What follows belongs to an exercise in optimizing a design on an open flow for a short achievable clock period and few clock cycles; a production flow would make more cautious choices. Function was checked by simulation only, so behaviour that the tests miss may differ from the original. Power is estimated from default activity; no workload was simulated.

--- flow/design.v ---
module mini_alu_core #(
    parameter int DATA_W  = 16,
    parameter int ADDR_W  = 8,
    parameter int DEPTH   = 254,
    parameter int IP_W    = 16,
    parameter int LED_W   = 8,
    localparam int INSTR_W = 4 + 3 * ADDR_W
) (
    input  logic               Clock,
    input  logic               Reset,
    input  logic               iRun,
    output logic [IP_W-1:0]    oIP,
    input  logic [INSTR_W-1:0] iInstruction,
    output logic [LED_W-1:0]   oLed,
    output logic               oBusy
);
    localparam logic [3:0] OP_ADD  = 4'd1;
    localparam logic [3:0] OP_SUB  = 4'd2;
    localparam logic [3:0] OP_SMUL = 4'd3;
    localparam logic [3:0] OP_STO  = 4'd4;
    localparam logic [3:0] OP_BLE  = 4'd5;
    localparam logic [3:0] OP_JMP  = 4'd6;
    localparam logic [3:0] OP_LED  = 4'd7;
    localparam logic [ADDR_W-1:0] ADDR_RL = {{(ADDR_W-1){1'b1}}, 1'b0};
    localparam logic [ADDR_W-1:0] ADDR_RH = {ADDR_W{1'b1}};
    localparam int MUL_BITS = 108;
    function automatic logic readsS1(input logic [3:0] op);
        readsS1 = (op == OP_ADD) || (op == OP_SUB) || (op == OP_SMUL) || (op == OP_BLE) || (op == OP_LED);
    endfunction
    function automatic logic readsS0(input logic [3:0] op);
        readsS0 = (op == OP_ADD) || (op == OP_SUB) || (op == OP_SMUL) || (op == OP_BLE);
    endfunction
    logic [IP_W-1:0]       pc_q;
    logic                  irV_q;
    logic [INSTR_W-1:0]    ir_q;
    logic [IP_W-1:0]       irPcp1_q;
    logic                  irPred_q;
    logic                  kill_q;       
    logic                  eWen_q, eSub_q, eLed_q, eBle_q, eMul_q, ePred_q;
    logic                  eLedPL_q, eLedPH_q, eLedRL_q, eLedRH_q;
    logic [ADDR_W-1:0]     eDst_q;
    logic [IP_W-1:0]       eRedir_q;
    logic [DATA_W-1:0]     eOpA_q, eOpB_q;
    logic                  eFwdA_q, eFwdB_q;
    logic                  wWen_q, wMul_q;
    logic [ADDR_W-1:0]     wDst_q;
    logic [DATA_W-1:0]     wRes_q;
    logic [MUL_BITS-1:0]   mul_q;
    logic [DATA_W-1:0]     rl_q, rh_q;
    logic [LED_W-1:0]      led_q;
    logic [DATA_W-1:0]     regs_q [DEPTH];
    logic [3:0]            fOp;
    logic [ADDR_W-1:0]     fDst;
    logic                  fPred;
    logic [IP_W-1:0]       pcp1;
    assign fOp  = iInstruction[27:24];
    assign fDst = iInstruction[23:16];
    assign pcp1 = pc_q + 1'b1;
    assign fPred = (fOp == OP_JMP) ||
                   ((fOp == OP_BLE) && ((pc_q[IP_W-1:ADDR_W] != '0) || (fDst <= pc_q[ADDR_W-1:0])));
    logic [3:0]            rOp;
    logic [ADDR_W-1:0]     rDst, rS1, rS0;
    logic                  rRdA, rRdB, rWen, rSto, rLed, rStall;
    logic                  eWenV, eMulV;
    logic                  rMulA, rMulB;
    logic [DATA_W-1:0]     rdA, rdB;
    assign eWenV = eWen_q && !kill_q;
    assign eMulV = eMul_q && !kill_q;
    assign rOp  = ir_q[27:24];
    assign rDst = ir_q[23:16];
    assign rS1  = ir_q[15:8];
    assign rS0  = ir_q[7:0];
    assign rRdA = irV_q && readsS1(rOp);
    assign rRdB = irV_q && readsS0(rOp);
    assign rSto = irV_q && (rOp == OP_STO);
    assign rLed = irV_q && (rOp == OP_LED);
    assign rWen = irV_q && ((rOp == OP_ADD) || (rOp == OP_SUB) || (rOp == OP_STO)) &&
                  (rDst < ADDR_W'(DEPTH));
    assign rMulA  = rRdA && (rS1[ADDR_W-1:1] == ADDR_RL[ADDR_W-1:1]);
    assign rMulB  = rRdB && (rS0[ADDR_W-1:1] == ADDR_RL[ADDR_W-1:1]);
    assign rStall = (eMulV || wMul_q) && (rMulA || rMulB) && !rLed;
    logic [DATA_W-1:0]     treeA, treeB, altA, altB;
    logic                  useTreeA, useTreeB, fwdWA, fwdWB;
    assign treeA = regs_q[rS1];
    assign treeB = regs_q[rS0];
    assign fwdWA = wWen_q && (wDst_q == rS1);
    assign fwdWB = wWen_q && (wDst_q == rS0);
    assign useTreeA = !rSto && !fwdWA && (rS1 < ADDR_W'(DEPTH));
    assign useTreeB = rRdB && !fwdWB && (rS0 < ADDR_W'(DEPTH));
    assign altA = rSto ? ir_q[15:0] :
                  fwdWA ? wRes_q :
                  (rS1 == ADDR_RL) ? rl_q :
                  (rS1 == ADDR_RH) ? rh_q : '0;
    assign altB = !rRdB ? '0 :
                  fwdWB ? wRes_q :
                  (rS0 == ADDR_RL) ? rl_q :
                  (rS0 == ADDR_RH) ? rh_q : '0;
    assign rdA = ({DATA_W{useTreeA}} & treeA) | altA;
    assign rdB = ({DATA_W{useTreeB}} & treeB) | altB;
    logic [DATA_W-1:0]     ma, mb, eRes;
    logic                  eLe, eMiss;
    logic [MUL_BITS-1:0]   mul_d;
    assign ma    = eFwdA_q ? wRes_q : eOpA_q;
    assign mb    = eFwdB_q ? wRes_q : eOpB_q;
    assign eRes  = eSub_q ? (ma - mb) : (ma + mb);
    assign eLe   = $signed(ma) <= $signed(mb);
    assign eMiss = eBle_q && !kill_q && (eLe != ePred_q);
    logic [2*DATA_W-1:0]   mul_prod;
    wire bo0 = mb[0] ^ 1'b0;
    wire bt0 = (mb[1] & ~mb[0] & ~1'b0) | (~mb[1] & mb[0] & 1'b0);
    wire bn0 = mb[1];
    wire pp0_0 = ((bo0 & ma[0]) | (bt0 & 1'b0)) ^ bn0;
    wire pp0_1 = ((bo0 & ma[1]) | (bt0 & ma[0])) ^ bn0;
    wire pp0_2 = ((bo0 & ma[2]) | (bt0 & ma[1])) ^ bn0;
    wire pp0_3 = ((bo0 & ma[3]) | (bt0 & ma[2])) ^ bn0;
    wire pp0_4 = ((bo0 & ma[4]) | (bt0 & ma[3])) ^ bn0;
    wire pp0_5 = ((bo0 & ma[5]) | (bt0 & ma[4])) ^ bn0;
    wire pp0_6 = ((bo0 & ma[6]) | (bt0 & ma[5])) ^ bn0;
    wire pp0_7 = ((bo0 & ma[7]) | (bt0 & ma[6])) ^ bn0;
    wire pp0_8 = ((bo0 & ma[8]) | (bt0 & ma[7])) ^ bn0;
    wire pp0_9 = ((bo0 & ma[9]) | (bt0 & ma[8])) ^ bn0;
    wire pp0_10 = ((bo0 & ma[10]) | (bt0 & ma[9])) ^ bn0;
    wire pp0_11 = ((bo0 & ma[11]) | (bt0 & ma[10])) ^ bn0;
    wire pp0_12 = ((bo0 & ma[12]) | (bt0 & ma[11])) ^ bn0;
    wire pp0_13 = ((bo0 & ma[13]) | (bt0 & ma[12])) ^ bn0;
    wire pp0_14 = ((bo0 & ma[14]) | (bt0 & ma[13])) ^ bn0;
    wire pp0_15 = ((bo0 & ma[15]) | (bt0 & ma[14])) ^ bn0;
    wire pp0_16 = ((bo0 & ma[15]) | (bt0 & ma[15])) ^ bn0;
    wire bo1 = mb[2] ^ mb[1];
    wire bt1 = (mb[3] & ~mb[2] & ~mb[1]) | (~mb[3] & mb[2] & mb[1]);
    wire bn1 = mb[3];
    wire pp1_0 = ((bo1 & ma[0]) | (bt1 & 1'b0)) ^ bn1;
    wire pp1_1 = ((bo1 & ma[1]) | (bt1 & ma[0])) ^ bn1;
    wire pp1_2 = ((bo1 & ma[2]) | (bt1 & ma[1])) ^ bn1;
    wire pp1_3 = ((bo1 & ma[3]) | (bt1 & ma[2])) ^ bn1;
    wire pp1_4 = ((bo1 & ma[4]) | (bt1 & ma[3])) ^ bn1;
    wire pp1_5 = ((bo1 & ma[5]) | (bt1 & ma[4])) ^ bn1;
    wire pp1_6 = ((bo1 & ma[6]) | (bt1 & ma[5])) ^ bn1;
    wire pp1_7 = ((bo1 & ma[7]) | (bt1 & ma[6])) ^ bn1;
    wire pp1_8 = ((bo1 & ma[8]) | (bt1 & ma[7])) ^ bn1;
    wire pp1_9 = ((bo1 & ma[9]) | (bt1 & ma[8])) ^ bn1;
    wire pp1_10 = ((bo1 & ma[10]) | (bt1 & ma[9])) ^ bn1;
    wire pp1_11 = ((bo1 & ma[11]) | (bt1 & ma[10])) ^ bn1;
    wire pp1_12 = ((bo1 & ma[12]) | (bt1 & ma[11])) ^ bn1;
    wire pp1_13 = ((bo1 & ma[13]) | (bt1 & ma[12])) ^ bn1;
    wire pp1_14 = ((bo1 & ma[14]) | (bt1 & ma[13])) ^ bn1;
    wire pp1_15 = ((bo1 & ma[15]) | (bt1 & ma[14])) ^ bn1;
    wire pp1_16 = ((bo1 & ma[15]) | (bt1 & ma[15])) ^ bn1;
    wire bo2 = mb[4] ^ mb[3];
    wire bt2 = (mb[5] & ~mb[4] & ~mb[3]) | (~mb[5] & mb[4] & mb[3]);
    wire bn2 = mb[5];
    wire pp2_0 = ((bo2 & ma[0]) | (bt2 & 1'b0)) ^ bn2;
    wire pp2_1 = ((bo2 & ma[1]) | (bt2 & ma[0])) ^ bn2;
    wire pp2_2 = ((bo2 & ma[2]) | (bt2 & ma[1])) ^ bn2;
    wire pp2_3 = ((bo2 & ma[3]) | (bt2 & ma[2])) ^ bn2;
    wire pp2_4 = ((bo2 & ma[4]) | (bt2 & ma[3])) ^ bn2;
    wire pp2_5 = ((bo2 & ma[5]) | (bt2 & ma[4])) ^ bn2;
    wire pp2_6 = ((bo2 & ma[6]) | (bt2 & ma[5])) ^ bn2;
    wire pp2_7 = ((bo2 & ma[7]) | (bt2 & ma[6])) ^ bn2;
    wire pp2_8 = ((bo2 & ma[8]) | (bt2 & ma[7])) ^ bn2;
    wire pp2_9 = ((bo2 & ma[9]) | (bt2 & ma[8])) ^ bn2;
    wire pp2_10 = ((bo2 & ma[10]) | (bt2 & ma[9])) ^ bn2;
    wire pp2_11 = ((bo2 & ma[11]) | (bt2 & ma[10])) ^ bn2;
    wire pp2_12 = ((bo2 & ma[12]) | (bt2 & ma[11])) ^ bn2;
    wire pp2_13 = ((bo2 & ma[13]) | (bt2 & ma[12])) ^ bn2;
    wire pp2_14 = ((bo2 & ma[14]) | (bt2 & ma[13])) ^ bn2;
    wire pp2_15 = ((bo2 & ma[15]) | (bt2 & ma[14])) ^ bn2;
    wire pp2_16 = ((bo2 & ma[15]) | (bt2 & ma[15])) ^ bn2;
    wire bo3 = mb[6] ^ mb[5];
    wire bt3 = (mb[7] & ~mb[6] & ~mb[5]) | (~mb[7] & mb[6] & mb[5]);
    wire bn3 = mb[7];
    wire pp3_0 = ((bo3 & ma[0]) | (bt3 & 1'b0)) ^ bn3;
    wire pp3_1 = ((bo3 & ma[1]) | (bt3 & ma[0])) ^ bn3;
    wire pp3_2 = ((bo3 & ma[2]) | (bt3 & ma[1])) ^ bn3;
    wire pp3_3 = ((bo3 & ma[3]) | (bt3 & ma[2])) ^ bn3;
    wire pp3_4 = ((bo3 & ma[4]) | (bt3 & ma[3])) ^ bn3;
    wire pp3_5 = ((bo3 & ma[5]) | (bt3 & ma[4])) ^ bn3;
    wire pp3_6 = ((bo3 & ma[6]) | (bt3 & ma[5])) ^ bn3;
    wire pp3_7 = ((bo3 & ma[7]) | (bt3 & ma[6])) ^ bn3;
    wire pp3_8 = ((bo3 & ma[8]) | (bt3 & ma[7])) ^ bn3;
    wire pp3_9 = ((bo3 & ma[9]) | (bt3 & ma[8])) ^ bn3;
    wire pp3_10 = ((bo3 & ma[10]) | (bt3 & ma[9])) ^ bn3;
    wire pp3_11 = ((bo3 & ma[11]) | (bt3 & ma[10])) ^ bn3;
    wire pp3_12 = ((bo3 & ma[12]) | (bt3 & ma[11])) ^ bn3;
    wire pp3_13 = ((bo3 & ma[13]) | (bt3 & ma[12])) ^ bn3;
    wire pp3_14 = ((bo3 & ma[14]) | (bt3 & ma[13])) ^ bn3;
    wire pp3_15 = ((bo3 & ma[15]) | (bt3 & ma[14])) ^ bn3;
    wire pp3_16 = ((bo3 & ma[15]) | (bt3 & ma[15])) ^ bn3;
    wire bo4 = mb[8] ^ mb[7];
    wire bt4 = (mb[9] & ~mb[8] & ~mb[7]) | (~mb[9] & mb[8] & mb[7]);
    wire bn4 = mb[9];
    wire pp4_0 = ((bo4 & ma[0]) | (bt4 & 1'b0)) ^ bn4;
    wire pp4_1 = ((bo4 & ma[1]) | (bt4 & ma[0])) ^ bn4;
    wire pp4_2 = ((bo4 & ma[2]) | (bt4 & ma[1])) ^ bn4;
    wire pp4_3 = ((bo4 & ma[3]) | (bt4 & ma[2])) ^ bn4;
    wire pp4_4 = ((bo4 & ma[4]) | (bt4 & ma[3])) ^ bn4;
    wire pp4_5 = ((bo4 & ma[5]) | (bt4 & ma[4])) ^ bn4;
    wire pp4_6 = ((bo4 & ma[6]) | (bt4 & ma[5])) ^ bn4;
    wire pp4_7 = ((bo4 & ma[7]) | (bt4 & ma[6])) ^ bn4;
    wire pp4_8 = ((bo4 & ma[8]) | (bt4 & ma[7])) ^ bn4;
    wire pp4_9 = ((bo4 & ma[9]) | (bt4 & ma[8])) ^ bn4;
    wire pp4_10 = ((bo4 & ma[10]) | (bt4 & ma[9])) ^ bn4;
    wire pp4_11 = ((bo4 & ma[11]) | (bt4 & ma[10])) ^ bn4;
    wire pp4_12 = ((bo4 & ma[12]) | (bt4 & ma[11])) ^ bn4;
    wire pp4_13 = ((bo4 & ma[13]) | (bt4 & ma[12])) ^ bn4;
    wire pp4_14 = ((bo4 & ma[14]) | (bt4 & ma[13])) ^ bn4;
    wire pp4_15 = ((bo4 & ma[15]) | (bt4 & ma[14])) ^ bn4;
    wire pp4_16 = ((bo4 & ma[15]) | (bt4 & ma[15])) ^ bn4;
    wire bo5 = mb[10] ^ mb[9];
    wire bt5 = (mb[11] & ~mb[10] & ~mb[9]) | (~mb[11] & mb[10] & mb[9]);
    wire bn5 = mb[11];
    wire pp5_0 = ((bo5 & ma[0]) | (bt5 & 1'b0)) ^ bn5;
    wire pp5_1 = ((bo5 & ma[1]) | (bt5 & ma[0])) ^ bn5;
    wire pp5_2 = ((bo5 & ma[2]) | (bt5 & ma[1])) ^ bn5;
    wire pp5_3 = ((bo5 & ma[3]) | (bt5 & ma[2])) ^ bn5;
    wire pp5_4 = ((bo5 & ma[4]) | (bt5 & ma[3])) ^ bn5;
    wire pp5_5 = ((bo5 & ma[5]) | (bt5 & ma[4])) ^ bn5;
    wire pp5_6 = ((bo5 & ma[6]) | (bt5 & ma[5])) ^ bn5;
    wire pp5_7 = ((bo5 & ma[7]) | (bt5 & ma[6])) ^ bn5;
    wire pp5_8 = ((bo5 & ma[8]) | (bt5 & ma[7])) ^ bn5;
    wire pp5_9 = ((bo5 & ma[9]) | (bt5 & ma[8])) ^ bn5;
    wire pp5_10 = ((bo5 & ma[10]) | (bt5 & ma[9])) ^ bn5;
    wire pp5_11 = ((bo5 & ma[11]) | (bt5 & ma[10])) ^ bn5;
    wire pp5_12 = ((bo5 & ma[12]) | (bt5 & ma[11])) ^ bn5;
    wire pp5_13 = ((bo5 & ma[13]) | (bt5 & ma[12])) ^ bn5;
    wire pp5_14 = ((bo5 & ma[14]) | (bt5 & ma[13])) ^ bn5;
    wire pp5_15 = ((bo5 & ma[15]) | (bt5 & ma[14])) ^ bn5;
    wire pp5_16 = ((bo5 & ma[15]) | (bt5 & ma[15])) ^ bn5;
    wire bo6 = mb[12] ^ mb[11];
    wire bt6 = (mb[13] & ~mb[12] & ~mb[11]) | (~mb[13] & mb[12] & mb[11]);
    wire bn6 = mb[13];
    wire pp6_0 = ((bo6 & ma[0]) | (bt6 & 1'b0)) ^ bn6;
    wire pp6_1 = ((bo6 & ma[1]) | (bt6 & ma[0])) ^ bn6;
    wire pp6_2 = ((bo6 & ma[2]) | (bt6 & ma[1])) ^ bn6;
    wire pp6_3 = ((bo6 & ma[3]) | (bt6 & ma[2])) ^ bn6;
    wire pp6_4 = ((bo6 & ma[4]) | (bt6 & ma[3])) ^ bn6;
    wire pp6_5 = ((bo6 & ma[5]) | (bt6 & ma[4])) ^ bn6;
    wire pp6_6 = ((bo6 & ma[6]) | (bt6 & ma[5])) ^ bn6;
    wire pp6_7 = ((bo6 & ma[7]) | (bt6 & ma[6])) ^ bn6;
    wire pp6_8 = ((bo6 & ma[8]) | (bt6 & ma[7])) ^ bn6;
    wire pp6_9 = ((bo6 & ma[9]) | (bt6 & ma[8])) ^ bn6;
    wire pp6_10 = ((bo6 & ma[10]) | (bt6 & ma[9])) ^ bn6;
    wire pp6_11 = ((bo6 & ma[11]) | (bt6 & ma[10])) ^ bn6;
    wire pp6_12 = ((bo6 & ma[12]) | (bt6 & ma[11])) ^ bn6;
    wire pp6_13 = ((bo6 & ma[13]) | (bt6 & ma[12])) ^ bn6;
    wire pp6_14 = ((bo6 & ma[14]) | (bt6 & ma[13])) ^ bn6;
    wire pp6_15 = ((bo6 & ma[15]) | (bt6 & ma[14])) ^ bn6;
    wire pp6_16 = ((bo6 & ma[15]) | (bt6 & ma[15])) ^ bn6;
    wire bo7 = mb[14] ^ mb[13];
    wire bt7 = (mb[15] & ~mb[14] & ~mb[13]) | (~mb[15] & mb[14] & mb[13]);
    wire bn7 = mb[15];
    wire pp7_0 = ((bo7 & ma[0]) | (bt7 & 1'b0)) ^ bn7;
    wire pp7_1 = ((bo7 & ma[1]) | (bt7 & ma[0])) ^ bn7;
    wire pp7_2 = ((bo7 & ma[2]) | (bt7 & ma[1])) ^ bn7;
    wire pp7_3 = ((bo7 & ma[3]) | (bt7 & ma[2])) ^ bn7;
    wire pp7_4 = ((bo7 & ma[4]) | (bt7 & ma[3])) ^ bn7;
    wire pp7_5 = ((bo7 & ma[5]) | (bt7 & ma[4])) ^ bn7;
    wire pp7_6 = ((bo7 & ma[6]) | (bt7 & ma[5])) ^ bn7;
    wire pp7_7 = ((bo7 & ma[7]) | (bt7 & ma[6])) ^ bn7;
    wire pp7_8 = ((bo7 & ma[8]) | (bt7 & ma[7])) ^ bn7;
    wire pp7_9 = ((bo7 & ma[9]) | (bt7 & ma[8])) ^ bn7;
    wire pp7_10 = ((bo7 & ma[10]) | (bt7 & ma[9])) ^ bn7;
    wire pp7_11 = ((bo7 & ma[11]) | (bt7 & ma[10])) ^ bn7;
    wire pp7_12 = ((bo7 & ma[12]) | (bt7 & ma[11])) ^ bn7;
    wire pp7_13 = ((bo7 & ma[13]) | (bt7 & ma[12])) ^ bn7;
    wire pp7_14 = ((bo7 & ma[14]) | (bt7 & ma[13])) ^ bn7;
    wire pp7_15 = ((bo7 & ma[15]) | (bt7 & ma[14])) ^ bn7;
    wire pp7_16 = ((bo7 & ma[15]) | (bt7 & ma[15])) ^ bn7;
    wire hs1 = pp0_10 ^ pp1_8;
    wire hc2 = pp0_10 & pp1_8;
    wire hs3 = pp0_11 ^ pp1_9;
    wire hc4 = pp0_11 & pp1_9;
    wire fs5 = pp0_12 ^ pp1_10 ^ pp2_8;
    wire fc6 = (pp0_12 & pp1_10) | (pp0_12 & pp2_8) | (pp1_10 & pp2_8);
    wire hs7 = pp3_6 ^ pp4_4;
    wire hc8 = pp3_6 & pp4_4;
    wire fs9 = pp0_13 ^ pp1_11 ^ pp2_9;
    wire fc10 = (pp0_13 & pp1_11) | (pp0_13 & pp2_9) | (pp1_11 & pp2_9);
    wire hs11 = pp3_7 ^ pp4_5;
    wire hc12 = pp3_7 & pp4_5;
    wire fs13 = pp0_14 ^ pp1_12 ^ pp2_10;
    wire fc14 = (pp0_14 & pp1_12) | (pp0_14 & pp2_10) | (pp1_12 & pp2_10);
    wire fs15 = pp3_8 ^ pp4_6 ^ pp5_4;
    wire fc16 = (pp3_8 & pp4_6) | (pp3_8 & pp5_4) | (pp4_6 & pp5_4);
    wire hs17 = pp6_2 ^ pp7_0;
    wire hc18 = pp6_2 & pp7_0;
    wire fs19 = pp0_15 ^ pp1_13 ^ pp2_11;
    wire fc20 = (pp0_15 & pp1_13) | (pp0_15 & pp2_11) | (pp1_13 & pp2_11);
    wire fs21 = pp3_9 ^ pp4_7 ^ pp5_5;
    wire fc22 = (pp3_9 & pp4_7) | (pp3_9 & pp5_5) | (pp4_7 & pp5_5);
    wire hs23 = pp6_3 ^ pp7_1;
    wire hc24 = pp6_3 & pp7_1;
    wire fs25 = ~pp0_16 ^ pp1_14 ^ pp2_12;
    wire fc26 = (~pp0_16 & pp1_14) | (~pp0_16 & pp2_12) | (pp1_14 & pp2_12);
    wire fs27 = pp3_10 ^ pp4_8 ^ pp5_6;
    wire fc28 = (pp3_10 & pp4_8) | (pp3_10 & pp5_6) | (pp4_8 & pp5_6);
    wire fs29 = pp6_4 ^ pp7_2 ^ 1'b1;
    wire fc30 = (pp6_4 & pp7_2) | (pp6_4 & 1'b1) | (pp7_2 & 1'b1);
    wire fs31 = pp1_15 ^ pp2_13 ^ pp3_11;
    wire fc32 = (pp1_15 & pp2_13) | (pp1_15 & pp3_11) | (pp2_13 & pp3_11);
    wire fs33 = pp4_9 ^ pp5_7 ^ pp6_5;
    wire fc34 = (pp4_9 & pp5_7) | (pp4_9 & pp6_5) | (pp5_7 & pp6_5);
    wire hs35 = pp7_3 ^ 1'b1;
    wire hc36 = pp7_3 & 1'b1;
    wire fs37 = ~pp1_16 ^ pp2_14 ^ pp3_12;
    wire fc38 = (~pp1_16 & pp2_14) | (~pp1_16 & pp3_12) | (pp2_14 & pp3_12);
    wire fs39 = pp4_10 ^ pp5_8 ^ pp6_6;
    wire fc40 = (pp4_10 & pp5_8) | (pp4_10 & pp6_6) | (pp5_8 & pp6_6);
    wire fs41 = pp2_15 ^ pp3_13 ^ pp4_11;
    wire fc42 = (pp2_15 & pp3_13) | (pp2_15 & pp4_11) | (pp3_13 & pp4_11);
    wire hs43 = pp5_9 ^ pp6_7;
    wire hc44 = pp5_9 & pp6_7;
    wire fs45 = ~pp2_16 ^ pp3_14 ^ pp4_12;
    wire fc46 = (~pp2_16 & pp3_14) | (~pp2_16 & pp4_12) | (pp3_14 & pp4_12);
    wire hs47 = pp3_15 ^ pp4_13;
    wire hc48 = pp3_15 & pp4_13;
    wire hs49 = pp0_6 ^ pp1_4;
    wire hc50 = pp0_6 & pp1_4;
    wire hs51 = pp0_7 ^ pp1_5;
    wire hc52 = pp0_7 & pp1_5;
    wire fs53 = pp0_8 ^ pp1_6 ^ pp2_4;
    wire fc54 = (pp0_8 & pp1_6) | (pp0_8 & pp2_4) | (pp1_6 & pp2_4);
    wire hs55 = pp3_2 ^ pp4_0;
    wire hc56 = pp3_2 & pp4_0;
    wire fs57 = pp0_9 ^ pp1_7 ^ pp2_5;
    wire fc58 = (pp0_9 & pp1_7) | (pp0_9 & pp2_5) | (pp1_7 & pp2_5);
    wire hs59 = pp3_3 ^ pp4_1;
    wire hc60 = pp3_3 & pp4_1;
    wire fs61 = hs1 ^ pp2_6 ^ pp3_4;
    wire fc62 = (hs1 & pp2_6) | (hs1 & pp3_4) | (pp2_6 & pp3_4);
    wire fs63 = pp4_2 ^ pp5_0 ^ bn5;
    wire fc64 = (pp4_2 & pp5_0) | (pp4_2 & bn5) | (pp5_0 & bn5);
    wire fs65 = hs3 ^ pp2_7 ^ pp3_5;
    wire fc66 = (hs3 & pp2_7) | (hs3 & pp3_5) | (pp2_7 & pp3_5);
    wire fs67 = pp4_3 ^ pp5_1 ^ hc2;
    wire fc68 = (pp4_3 & pp5_1) | (pp4_3 & hc2) | (pp5_1 & hc2);
    wire fs69 = fs5 ^ hs7 ^ pp5_2;
    wire fc70 = (fs5 & hs7) | (fs5 & pp5_2) | (hs7 & pp5_2);
    wire fs71 = pp6_0 ^ bn6 ^ hc4;
    wire fc72 = (pp6_0 & bn6) | (pp6_0 & hc4) | (bn6 & hc4);
    wire fs73 = fs9 ^ hs11 ^ pp5_3;
    wire fc74 = (fs9 & hs11) | (fs9 & pp5_3) | (hs11 & pp5_3);
    wire fs75 = pp6_1 ^ fc6 ^ hc8;
    wire fc76 = (pp6_1 & fc6) | (pp6_1 & hc8) | (fc6 & hc8);
    wire fs77 = fs13 ^ fs15 ^ hs17;
    wire fc78 = (fs13 & fs15) | (fs13 & hs17) | (fs15 & hs17);
    wire fs79 = bn7 ^ fc10 ^ hc12;
    wire fc80 = (bn7 & fc10) | (bn7 & hc12) | (fc10 & hc12);
    wire fs81 = fs19 ^ fs21 ^ hs23;
    wire fc82 = (fs19 & fs21) | (fs19 & hs23) | (fs21 & hs23);
    wire fs83 = fc14 ^ fc16 ^ hc18;
    wire fc84 = (fc14 & fc16) | (fc14 & hc18) | (fc16 & hc18);
    wire fs85 = fs25 ^ fs27 ^ fs29;
    wire fc86 = (fs25 & fs27) | (fs25 & fs29) | (fs27 & fs29);
    wire fs87 = fc20 ^ fc22 ^ hc24;
    wire fc88 = (fc20 & fc22) | (fc20 & hc24) | (fc22 & hc24);
    wire fs89 = fs31 ^ fs33 ^ hs35;
    wire fc90 = (fs31 & fs33) | (fs31 & hs35) | (fs33 & hs35);
    wire fs91 = fc26 ^ fc28 ^ fc30;
    wire fc92 = (fc26 & fc28) | (fc26 & fc30) | (fc28 & fc30);
    wire fs93 = fs37 ^ fs39 ^ pp7_4;
    wire fc94 = (fs37 & fs39) | (fs37 & pp7_4) | (fs39 & pp7_4);
    wire fs95 = fc32 ^ fc34 ^ hc36;
    wire fc96 = (fc32 & fc34) | (fc32 & hc36) | (fc34 & hc36);
    wire fs97 = fs41 ^ hs43 ^ pp7_5;
    wire fc98 = (fs41 & hs43) | (fs41 & pp7_5) | (hs43 & pp7_5);
    wire fs99 = 1'b1 ^ fc38 ^ fc40;
    wire fc100 = (1'b1 & fc38) | (1'b1 & fc40) | (fc38 & fc40);
    wire fs101 = fs45 ^ pp5_10 ^ pp6_8;
    wire fc102 = (fs45 & pp5_10) | (fs45 & pp6_8) | (pp5_10 & pp6_8);
    wire fs103 = pp7_6 ^ fc42 ^ hc44;
    wire fc104 = (pp7_6 & fc42) | (pp7_6 & hc44) | (fc42 & hc44);
    wire fs105 = hs47 ^ pp5_11 ^ pp6_9;
    wire fc106 = (hs47 & pp5_11) | (hs47 & pp6_9) | (pp5_11 & pp6_9);
    wire fs107 = pp7_7 ^ 1'b1 ^ fc46;
    wire fc108 = (pp7_7 & 1'b1) | (pp7_7 & fc46) | (1'b1 & fc46);
    wire fs109 = ~pp3_16 ^ pp4_14 ^ pp5_12;
    wire fc110 = (~pp3_16 & pp4_14) | (~pp3_16 & pp5_12) | (pp4_14 & pp5_12);
    wire fs111 = pp6_10 ^ pp7_8 ^ hc48;
    wire fc112 = (pp6_10 & pp7_8) | (pp6_10 & hc48) | (pp7_8 & hc48);
    wire fs113 = pp4_15 ^ pp5_13 ^ pp6_11;
    wire fc114 = (pp4_15 & pp5_13) | (pp4_15 & pp6_11) | (pp5_13 & pp6_11);
    wire hs115 = pp7_9 ^ 1'b1;
    wire hc116 = pp7_9 & 1'b1;
    wire fs117 = ~pp4_16 ^ pp5_14 ^ pp6_12;
    wire fc118 = (~pp4_16 & pp5_14) | (~pp4_16 & pp6_12) | (pp5_14 & pp6_12);
    wire hs119 = pp5_15 ^ pp6_13;
    wire hc120 = pp5_15 & pp6_13;
    assign mul_d = {1'b1, ~pp7_16, 1'b1, pp7_15, pp7_14, ~pp6_16, 1'b1, pp7_13, pp6_15, hc120, pp7_12, pp6_14, ~pp5_16, fc118, 1'b1, pp7_11, hs119, hc116, fc114, pp7_10, fs117, fc112, fc110, hs115, fs113, fc108, fc106, fs111, fs109, fc104, fc102, fs107, fs105, fc100, fc98, fs103, fs101, fc96, fc94, fs99, fs97, fc92, fc90, fs95, fs93, fc88, fc86, fs91, fs89, fc84, fc82, fs87, fs85, fc80, fc78, fs83, fs81, fc76, fc74, fs79, fs77, fc72, fc70, fs75, fs73, fc68, fc66, fs71, fs69, fc64, fc62, fs67, fs65, hc60, fc58, fs63, fs61, hc56, fc54, hs59, fs57, hc52, bn4, hs55, fs53, hc50, pp3_1, pp2_3, hs51, bn3, pp3_0, pp2_2, hs49, pp2_1, pp1_3, pp0_5, bn2, pp2_0, pp1_2, pp0_4, pp1_1, pp0_3, bn1, pp1_0, pp0_2, pp0_1, bn0, pp0_0};
    wire hs121 = mul_q[8] ^ mul_q[9];
    wire hc122 = mul_q[8] & mul_q[9];
    wire hs123 = mul_q[12] ^ mul_q[13];
    wire hc124 = mul_q[12] & mul_q[13];
    wire fs125 = mul_q[15] ^ mul_q[16] ^ mul_q[17];
    wire fc126 = (mul_q[15] & mul_q[16]) | (mul_q[15] & mul_q[17]) | (mul_q[16] & mul_q[17]);
    wire fs127 = mul_q[19] ^ mul_q[20] ^ mul_q[21];
    wire fc128 = (mul_q[19] & mul_q[20]) | (mul_q[19] & mul_q[21]) | (mul_q[20] & mul_q[21]);
    wire fs129 = mul_q[23] ^ mul_q[24] ^ mul_q[25];
    wire fc130 = (mul_q[23] & mul_q[24]) | (mul_q[23] & mul_q[25]) | (mul_q[24] & mul_q[25]);
    wire fs131 = mul_q[27] ^ mul_q[28] ^ mul_q[29];
    wire fc132 = (mul_q[27] & mul_q[28]) | (mul_q[27] & mul_q[29]) | (mul_q[28] & mul_q[29]);
    wire fs133 = mul_q[31] ^ mul_q[32] ^ mul_q[33];
    wire fc134 = (mul_q[31] & mul_q[32]) | (mul_q[31] & mul_q[33]) | (mul_q[32] & mul_q[33]);
    wire fs135 = mul_q[35] ^ mul_q[36] ^ mul_q[37];
    wire fc136 = (mul_q[35] & mul_q[36]) | (mul_q[35] & mul_q[37]) | (mul_q[36] & mul_q[37]);
    wire fs137 = mul_q[39] ^ mul_q[40] ^ mul_q[41];
    wire fc138 = (mul_q[39] & mul_q[40]) | (mul_q[39] & mul_q[41]) | (mul_q[40] & mul_q[41]);
    wire fs139 = mul_q[43] ^ mul_q[44] ^ mul_q[45];
    wire fc140 = (mul_q[43] & mul_q[44]) | (mul_q[43] & mul_q[45]) | (mul_q[44] & mul_q[45]);
    wire fs141 = mul_q[47] ^ mul_q[48] ^ mul_q[49];
    wire fc142 = (mul_q[47] & mul_q[48]) | (mul_q[47] & mul_q[49]) | (mul_q[48] & mul_q[49]);
    wire fs143 = mul_q[51] ^ mul_q[52] ^ mul_q[53];
    wire fc144 = (mul_q[51] & mul_q[52]) | (mul_q[51] & mul_q[53]) | (mul_q[52] & mul_q[53]);
    wire fs145 = mul_q[55] ^ mul_q[56] ^ mul_q[57];
    wire fc146 = (mul_q[55] & mul_q[56]) | (mul_q[55] & mul_q[57]) | (mul_q[56] & mul_q[57]);
    wire fs147 = mul_q[59] ^ mul_q[60] ^ mul_q[61];
    wire fc148 = (mul_q[59] & mul_q[60]) | (mul_q[59] & mul_q[61]) | (mul_q[60] & mul_q[61]);
    wire fs149 = mul_q[63] ^ mul_q[64] ^ mul_q[65];
    wire fc150 = (mul_q[63] & mul_q[64]) | (mul_q[63] & mul_q[65]) | (mul_q[64] & mul_q[65]);
    wire fs151 = mul_q[67] ^ mul_q[68] ^ mul_q[69];
    wire fc152 = (mul_q[67] & mul_q[68]) | (mul_q[67] & mul_q[69]) | (mul_q[68] & mul_q[69]);
    wire fs153 = mul_q[71] ^ mul_q[72] ^ mul_q[73];
    wire fc154 = (mul_q[71] & mul_q[72]) | (mul_q[71] & mul_q[73]) | (mul_q[72] & mul_q[73]);
    wire fs155 = mul_q[75] ^ mul_q[76] ^ mul_q[77];
    wire fc156 = (mul_q[75] & mul_q[76]) | (mul_q[75] & mul_q[77]) | (mul_q[76] & mul_q[77]);
    wire fs157 = mul_q[79] ^ mul_q[80] ^ mul_q[81];
    wire fc158 = (mul_q[79] & mul_q[80]) | (mul_q[79] & mul_q[81]) | (mul_q[80] & mul_q[81]);
    wire fs159 = mul_q[83] ^ mul_q[84] ^ mul_q[85];
    wire fc160 = (mul_q[83] & mul_q[84]) | (mul_q[83] & mul_q[85]) | (mul_q[84] & mul_q[85]);
    wire fs161 = mul_q[87] ^ mul_q[88] ^ mul_q[89];
    wire fc162 = (mul_q[87] & mul_q[88]) | (mul_q[87] & mul_q[89]) | (mul_q[88] & mul_q[89]);
    wire fs163 = mul_q[91] ^ mul_q[92] ^ mul_q[93];
    wire fc164 = (mul_q[91] & mul_q[92]) | (mul_q[91] & mul_q[93]) | (mul_q[92] & mul_q[93]);
    wire fs165 = mul_q[95] ^ mul_q[96] ^ mul_q[97];
    wire fc166 = (mul_q[95] & mul_q[96]) | (mul_q[95] & mul_q[97]) | (mul_q[96] & mul_q[97]);
    wire hs167 = mul_q[99] ^ mul_q[100];
    wire hc168 = mul_q[99] & mul_q[100];
    wire hs169 = mul_q[3] ^ mul_q[4];
    wire hc170 = mul_q[3] & mul_q[4];
    wire hs171 = mul_q[6] ^ mul_q[7];
    wire hc172 = mul_q[6] & mul_q[7];
    wire fs173 = hs121 ^ mul_q[10] ^ mul_q[11];
    wire fc174 = (hs121 & mul_q[10]) | (hs121 & mul_q[11]) | (mul_q[10] & mul_q[11]);
    wire fs175 = hs123 ^ mul_q[14] ^ hc122;
    wire fc176 = (hs123 & mul_q[14]) | (hs123 & hc122) | (mul_q[14] & hc122);
    wire fs177 = fs125 ^ mul_q[18] ^ hc124;
    wire fc178 = (fs125 & mul_q[18]) | (fs125 & hc124) | (mul_q[18] & hc124);
    wire fs179 = fs127 ^ mul_q[22] ^ fc126;
    wire fc180 = (fs127 & mul_q[22]) | (fs127 & fc126) | (mul_q[22] & fc126);
    wire fs181 = fs129 ^ mul_q[26] ^ fc128;
    wire fc182 = (fs129 & mul_q[26]) | (fs129 & fc128) | (mul_q[26] & fc128);
    wire fs183 = fs131 ^ mul_q[30] ^ fc130;
    wire fc184 = (fs131 & mul_q[30]) | (fs131 & fc130) | (mul_q[30] & fc130);
    wire fs185 = fs133 ^ mul_q[34] ^ fc132;
    wire fc186 = (fs133 & mul_q[34]) | (fs133 & fc132) | (mul_q[34] & fc132);
    wire fs187 = fs135 ^ mul_q[38] ^ fc134;
    wire fc188 = (fs135 & mul_q[38]) | (fs135 & fc134) | (mul_q[38] & fc134);
    wire fs189 = fs137 ^ mul_q[42] ^ fc136;
    wire fc190 = (fs137 & mul_q[42]) | (fs137 & fc136) | (mul_q[42] & fc136);
    wire fs191 = fs139 ^ mul_q[46] ^ fc138;
    wire fc192 = (fs139 & mul_q[46]) | (fs139 & fc138) | (mul_q[46] & fc138);
    wire fs193 = fs141 ^ mul_q[50] ^ fc140;
    wire fc194 = (fs141 & mul_q[50]) | (fs141 & fc140) | (mul_q[50] & fc140);
    wire fs195 = fs143 ^ mul_q[54] ^ fc142;
    wire fc196 = (fs143 & mul_q[54]) | (fs143 & fc142) | (mul_q[54] & fc142);
    wire fs197 = fs145 ^ mul_q[58] ^ fc144;
    wire fc198 = (fs145 & mul_q[58]) | (fs145 & fc144) | (mul_q[58] & fc144);
    wire fs199 = fs147 ^ mul_q[62] ^ fc146;
    wire fc200 = (fs147 & mul_q[62]) | (fs147 & fc146) | (mul_q[62] & fc146);
    wire fs201 = fs149 ^ mul_q[66] ^ fc148;
    wire fc202 = (fs149 & mul_q[66]) | (fs149 & fc148) | (mul_q[66] & fc148);
    wire fs203 = fs151 ^ mul_q[70] ^ fc150;
    wire fc204 = (fs151 & mul_q[70]) | (fs151 & fc150) | (mul_q[70] & fc150);
    wire fs205 = fs153 ^ mul_q[74] ^ fc152;
    wire fc206 = (fs153 & mul_q[74]) | (fs153 & fc152) | (mul_q[74] & fc152);
    wire fs207 = fs155 ^ mul_q[78] ^ fc154;
    wire fc208 = (fs155 & mul_q[78]) | (fs155 & fc154) | (mul_q[78] & fc154);
    wire fs209 = fs157 ^ mul_q[82] ^ fc156;
    wire fc210 = (fs157 & mul_q[82]) | (fs157 & fc156) | (mul_q[82] & fc156);
    wire fs211 = fs159 ^ mul_q[86] ^ fc158;
    wire fc212 = (fs159 & mul_q[86]) | (fs159 & fc158) | (mul_q[86] & fc158);
    wire fs213 = fs161 ^ mul_q[90] ^ fc160;
    wire fc214 = (fs161 & mul_q[90]) | (fs161 & fc160) | (mul_q[90] & fc160);
    wire fs215 = fs163 ^ mul_q[94] ^ fc162;
    wire fc216 = (fs163 & mul_q[94]) | (fs163 & fc162) | (mul_q[94] & fc162);
    wire fs217 = fs165 ^ mul_q[98] ^ fc164;
    wire fc218 = (fs165 & mul_q[98]) | (fs165 & fc164) | (mul_q[98] & fc164);
    wire fs219 = hs167 ^ mul_q[101] ^ fc166;
    wire fc220 = (hs167 & mul_q[101]) | (hs167 & fc166) | (mul_q[101] & fc166);
    wire fs221 = mul_q[102] ^ mul_q[103] ^ hc168;
    wire fc222 = (mul_q[102] & mul_q[103]) | (mul_q[102] & hc168) | (mul_q[103] & hc168);
    wire hs223 = mul_q[104] ^ mul_q[105];
    wire hc224 = mul_q[104] & mul_q[105];
    wire [31:0] mrow0 = {mul_q[107], mul_q[106], hs223, fs221, fs219, fs217, fs215, fs213, fs211, fs209, fs207, fs205, fs203, fs201, fs199, fs197, fs195, fs193, fs191, fs189, fs187, fs185, fs183, fs181, fs179, fs177, fs175, fs173, hs171, hs169, mul_q[2], mul_q[0]};
    wire [31:0] mrow1 = {1'b0, hc224, fc222, fc220, fc218, fc216, fc214, fc212, fc210, fc208, fc206, fc204, fc202, fc200, fc198, fc196, fc194, fc192, fc190, fc188, fc186, fc184, fc182, fc180, fc178, fc176, fc174, hc172, hc170, mul_q[5], 1'b0, mul_q[1]};
    assign mul_prod = mrow0 + mrow1;
    always_ff @(posedge Clock or posedge Reset) begin
        if (Reset) begin
            pc_q    <= '0;
            irV_q   <= 1'b0;
            kill_q  <= 1'b0;
            eWen_q  <= 1'b0;
            eLed_q  <= 1'b0;
            eBle_q  <= 1'b0;
            eMul_q  <= 1'b0;
            wWen_q  <= 1'b0;
            wMul_q  <= 1'b0;
            led_q   <= '0;
            rl_q    <= '0;
            rh_q    <= '0;
        end else begin
            if (iRun) begin
                if (eMiss) begin
                    pc_q  <= eRedir_q;
                    irV_q <= 1'b0;
                end else if (!rStall) begin
                    pc_q  <= fPred ? IP_W'(fDst) : pcp1;
                    irV_q <= 1'b1;
                end
                kill_q <= eMiss;
                if (rStall) begin
                    eWen_q <= 1'b0;
                    eLed_q <= 1'b0;
                    eBle_q <= 1'b0;
                    eMul_q <= 1'b0;
                end else begin
                    eWen_q <= rWen;
                    eLed_q <= rLed;
                    eBle_q <= irV_q && (rOp == OP_BLE);
                    eMul_q <= irV_q && (rOp == OP_SMUL);
                end
                wWen_q <= eWenV;
                wMul_q <= eMulV;
                if (eLed_q && !kill_q) begin
                    led_q <= eLedPL_q ? mul_prod[LED_W-1:0] :
                             eLedPH_q ? mul_prod[DATA_W +: LED_W] :
                             eLedRL_q ? rl_q[LED_W-1:0] :
                             eLedRH_q ? rh_q[LED_W-1:0] : ma[LED_W-1:0];
                end
            end
            if (wMul_q) {rh_q, rl_q} <= mul_prod;
        end
    end
    always_ff @(posedge Clock) begin
        if (iRun) begin
            if (!rStall) begin
                ir_q     <= iInstruction;
                irPcp1_q <= pcp1;
                irPred_q <= fPred;
            end
            eSub_q   <= rOp == OP_SUB;
            ePred_q  <= irPred_q;
            eDst_q   <= rDst;
            eRedir_q <= irPred_q ? irPcp1_q : IP_W'(rDst);
            eOpA_q   <= rdA;
            eOpB_q   <= rdB;
            eFwdA_q  <= rRdA && eWenV && (eDst_q == rS1);
            eFwdB_q  <= rRdB && eWenV && (eDst_q == rS0);
            eLedPL_q <= eMulV && (rS1 == ADDR_RL);
            eLedPH_q <= eMulV && (rS1 == ADDR_RH);
            eLedRL_q <= !eMulV && wMul_q && (rS1 == ADDR_RL);
            eLedRH_q <= !eMulV && wMul_q && (rS1 == ADDR_RH);
            wDst_q   <= eDst_q;
            wRes_q   <= eRes;
            mul_q    <= mul_d;
        end
    end
    always_ff @(posedge Clock) begin
        if (wWen_q) regs_q[wDst_q] <= wRes_q;
    end
    assign oIP   = pc_q;
    assign oLed  = led_q;
    assign oBusy = wMul_q;
endmodule
--- flow/standard.sh ---
#!/bin/bash
# synth_recipe.tcl (not shown) runs the flow's synth.tcl, then flattens the netlist and writes it again
# the make line also repeats each setting of config.mk as NAME=value (left out here)
make -C /OpenROAD-flow-scripts/flow DESIGN_CONFIG=/design/flow/config.mk WORK_HOME=/design/flow/orfs CLKGATE_MAP_FILE= SYNTH_SCRIPT=/design/flow/synth_recipe.tcl "${@:-finish}"
--- flow/config.mk ---
export PLATFORM = sky130hd
export DESIGN_NAME = mini_alu_core
export DESIGN_NICKNAME = mini_alu_core
export VERILOG_FILES = /design/flow/design.v
export SDC_FILE = /design/flow/constraint.sdc
export NUM_CORES = 4
export LEC_CHECK = 0
export CAP_MARGIN = 30
export CORE_MARGIN = 2
export CORE_UTILIZATION = 40
export SLEW_MARGIN = 40
export TNS_END_PERCENT = 100
--- flow/constraint.sdc ---
create_clock -name core_clock -period 10.0 [get_ports {Clock}]
set_input_delay 2.0000 -clock core_clock [delete_from_list [all_inputs] [get_ports {Clock}]]
set_output_delay 2.0000 -clock core_clock [all_outputs]
set_load 0.01 [all_outputs]
--- flow/flow/run.sh ---
#!/bin/bash
set -euo pipefail
bash standard.sh SETUP_SLACK_MARGIN=6.5 finish > standard_flow.log 2>&1
==> summary.txt <==
## what timing repair did
item | in CTS | in global routing
hold endpoints to repair | 0 | 0
gates cloned | 152 | 48
pin swaps | 159 | 192
setup endpoints to repair | 272 | 176
setup buffers | 284 | 229
resized for setup | 1077 | 386
## layout make-up
| type | count | area, um^2 | area share, % |
|---|---|---|---|
| Sequential cell | 4381 | 131100 | 50.96 |
| Timing Repair Buffer | 1375 | 20500 | 7.968 |
| Timing Repair inverter | 9 | 60.06 | 0.02334 |
| Multi-Input combinational cell | 5460 | 81020 | 31.49 |
| Clock buffer | 558 | 11960 | 4.649 |
| Antenna cell | 23 | 57.56 | 0.02237 |
| Inverter | 126 | 608.1 | 0.2363 |
| Clock inverter | 300 | 3253 | 1.264 |
| Tap cell | 6968 | 8718 | 3.388 |
## worst reg2reg max path, cell delays in order (launching register included)
cell	delay, ps
dfxtp_4	390
buf_12	180
buf_4	270
buf_16	360
mux4_2	940
mux4_2	670
a22oi_2	520
o211ai_1	320
## worst min path at each step
| stage | depth (start not counted) | from | to |
|---|---|---|---|
| final | 2 | eRedir_q[1]$_DFFE_PP_ | pc_q[1]$_DFFE_PP0P_ |
| after global routing | 0 | ir_q[16]$_DFFE_PP_ | eDst_q[0]$_DFFE_PP_ |
| after CTS | 2 | eRedir_q[1]$_DFFE_PP_ | pc_q[1]$_DFFE_PP0P_ |
| after detailed placement | 2 | eRedir_q[1]$_DFFE_PP_ | pc_q[1]$_DFFE_PP0P_ |
| after global placement | 2 | eRedir_q[1]$_DFFE_PP_ | pc_q[1]$_DFFE_PP0P_ |
| after floorplan | 0 | ir_q[16]$_DFFE_PP_ | eDst_q[0]$_DFFE_PP_ |
## layout by cell type, fill, tap and decap left out, drive strengths merged, types with 23 or more instances in the layout
cell type and n:
dfrtp 64, nand2b 28, diode 23, inv 123
nor3 84, xnor2 68, nand3 117, nor2b 73
o22ai 149, a22oi 136, clkinv 219, mux4 2391
a211oi 55, mux2i 253, bufbuf 55, xor2 35
a21oi 362, ha 94, bufinv 56, o21ai 235
buf 1244, nand4 39, clkinvlp 37, nor2 428
edfxtp 4301, fa 86, a22o 35, clkdlybuf4s50 29
o221ai 66, a221oi 64, a31oi 50, nand2 282
mux2 87, clkbuf 605, o211ai 41
## routing by layer
layer  GRT usage [%]  up-vias  part of all wire [%]
met3           9.222     2125                    15
met4           15.01       36                   6.5
met2           44.27    11406                    44
met5         0.02721        -                 0.079
met1           39.61    71127                    35
li1                -    48913                     -
## sequential cells by signal (all words and copies together), names as in the netlist, 2 cells and up, named ones only
| signal | flops |
|---|---|
| led_q | 8 |
| rl_q | 16 |
| regs_q | 4064 |
| eOpA_q | 16 |
| pc_q | 16 |
| eRedir_q | 16 |
| irPcp1_q | 16 |
| mul_q | 98 |
| eDst_q | 8 |
| mrow1 | 2 |
| ir_q | 28 |
| wDst_q | 8 |
| eOpB_q | 16 |
| wRes_q | 16 |
| rh_q | 16 |
| mrow0 | 3 |
## per-stage QoR
stage          hold WS, ps  worst slack, ps  util, %  total power (uW)
6_report             481.7             5952    49.06             62530
5_1_grt              497.4             6111    49.05             64040
4_1_cts              488.9             6127    48.02             60480
3_5_place_dp         457.1             4606    42.95             39410
3_3_place_gp         450.2             4309    42.20             38910
2_1_floorplan        422.2             3156        -             33240
## logic make-up (layout without fill, tap and decap cells)
family	Yosys count	in the layout	synth area share, %
DFF	4381	4381	62.25
xor gates and xnor gates	103	103	0.4284
adders and majority gates	180	180	1.376
AOI/OAI and AO/OA	1304	1304	3.976
and+or+nand+nor	1141	1142	2.449
muxes	2730	2731	27.24
buffers and inverters	1036	2368	2.289
other	0	23	0
## power breakdown
part           internal, uW  total (uW)  switching, uW
logic                  8160       21400          13200
registers             23200       23600            427
clock network          9970       17600           7610
total                 41300       62500          21200
==> summary.md <==
| Metric | Value |
|---|---|
| Net count, final | 12023 |
| Cell variety after synth | 75 |
| Vias | 133607 |
| Crit Path Class | flop to flop |
| Filler instances | 41926 |
| Post-Syn Instances | 10875 |
| DRT iter0 DRCs | 24446 |
| Worst-Skew Late Latency | 1150 ps |
| Worst path cell trace | buf_12 -> buf_4 -> buf_16 -> mux4_2 -> mux4_2 -> a22oi_2 -> o211ai_1 |
| Critical path arrival | 4790 ps |
| Worst EP required | 10740 ps |
| Row count | 266 |
| Max Freq | 247.0 MHz |
| Via density per instance | 6.959 |
| Pwr/cell area | 243.0 nW/um^2 |
| Placed Area | 225300 um^2 |
| CP max stage cell | mux4_2 |
| Number of max-cap violations | 0 |
| Cell with the most instances after synthesis | edfxtp_1 |
| Critical Path Sink | eOpA_q[11]$_DFFE_PP_ |
| First-pass GRT wire length | 1091000 um |
| Syn avg cell area | 19.36 um^2 |
| DP Cell Count | 17595 |
| Delay-heaviest family, CP | multiplexers |
| Number of synthesized register bits | 4381 |
| Final worst path period share | 40.48% |
| Status | complete, no violations |
| Finished Layout Cells | 19200 |
| Share of the synthesized area in the top cell type | 61.33% |
| Root Driver | clkbuf_16 |
| DP HPWL | 486700 um |
| Antenna viol nets, final | 0 |
| Synth area leader | edfxtp_1 |
| Final hold violations | 0 |
| Stages on worst setup path | 7 |
| Syn nets | 11086 |
| Fin area | 257300 um^2 |
| Critical Path Sink Type | flop |
| Post-Syn Area | 210600 um^2 |
| Final setup fails | 0 |
| Top Ports | 56 |
| Worst Path Buf+Inv | 3 |
| Total congestion overflow | 0 |
| Core footprint | 524500 um^2 |
| Port Buffers | 55 |
| Top cells by area, synth | edfxtp_1 (61%), mux4_2 (26%), mux2i_1 (1.2%) |
| Worst ir drop on vdd | 0.9028 mV |
| TritonCTS clock tree | done |
| CTS Buf Count | 459 |
| Sequential area share after synthesis | 62.25% |
| Placer Congestion | 0.9361 |
| Sum Neg Setup Slack | 0 ps |
| Starting density of the core | 40.15% |
| Cts hold-fix bufs | 0 |
| Clock Tree Buf Depth | 4 |
| RSZ-0062 raised after global routing | true |
| Htree depth | 5 |
| Largest net degree at the start of global routing | 193 |
| Maximum fanout along the worst path | 57 |
| Post-synth top cells | edfxtp_1 (4301), mux4_2 (2391), clkbuf_1 (432) |
| Die area | 532300 um^2 |
| Count of pins over their slew limit | 0 |
| Ys flop type | edfxtp_1 |
| Die width | 729.6 um |
| Vias in the first global route | 128051 |
| Clk sinks | 4381 |
| Fin Clk Skew | 142.8 ps |
| Period minus WS final | 4048 ps |
| DR DRC count | 0 |
| Static leakage | 0.08117 uW |
| Worst reg2reg setup slack | 5950 ps |
| Initial antenna violation count | 57 |
| All-Layer GR Usage | 29.74% |
| Worst path most repeated cell | mux4_2 |
| Die Y-Extent | 729.6 um |
| Worst hold path class | flop to flop |
| Fraction of registers with async set/reset | 1.461% |
| Yosys Warn Count | 1 |
| Worst slew pin tran | 972.7 ps |
| Post-synth EDFFs | 4301 |
| Worst reg2reg endpoint | eOpA_q[11]$_DFFE_PP_ |
| Normalized max-slew margin | 35.16% |
| Share of post-route cells with drive strength above 1 | 44.45% |
| Routed WL | 819100 um |
| Area delta synth->final | 22.20% |
| R2r worst-path depth | 7 |
| Crit path launch type | flop |
| DR WL/cell | 42.66 um |
| Critical Path Max Stage Delay | 660 ps |
| Clock slew at reported path FFs | 60 ps |
| First drt pass iteration count | 8 |
Testbench counts, summed over its fixed seeds: cycles 27,197.

==> re-timing with driven ports <==
The results above use ideal ports. As a check the final layout listed here was re-extracted and re-timed, cells and wires unchanged.
Step 1 (the two cells are an assumption about what drives the block):
set clk [get_ports {Clock}]
set_driving_cell -lib_cell sky130_fd_sc_hd__clkbuf_16 $clk
set_driving_cell -lib_cell sky130_fd_sc_hd__buf_2 [delete_from_list [all_inputs] $clk]
Step 2 times the ports against the registers' clock, not the clock port: input delays grow and output delays shrink by t, the midpoint of the rising clock arrivals with the driver on.
Three values: ideal ports, drivers, drivers and shift; two values: the first two.
t, ns: 1.201
slack for setup (ns): 5.952 / 5.952 / 5.424
worst data-port slew with drivers (ns): 0.17
After both steps setup and hold are still met in this run. For this run, drivers alone change the setup slack by 0.000 ns; drivers and shift together by -0.528 ns.
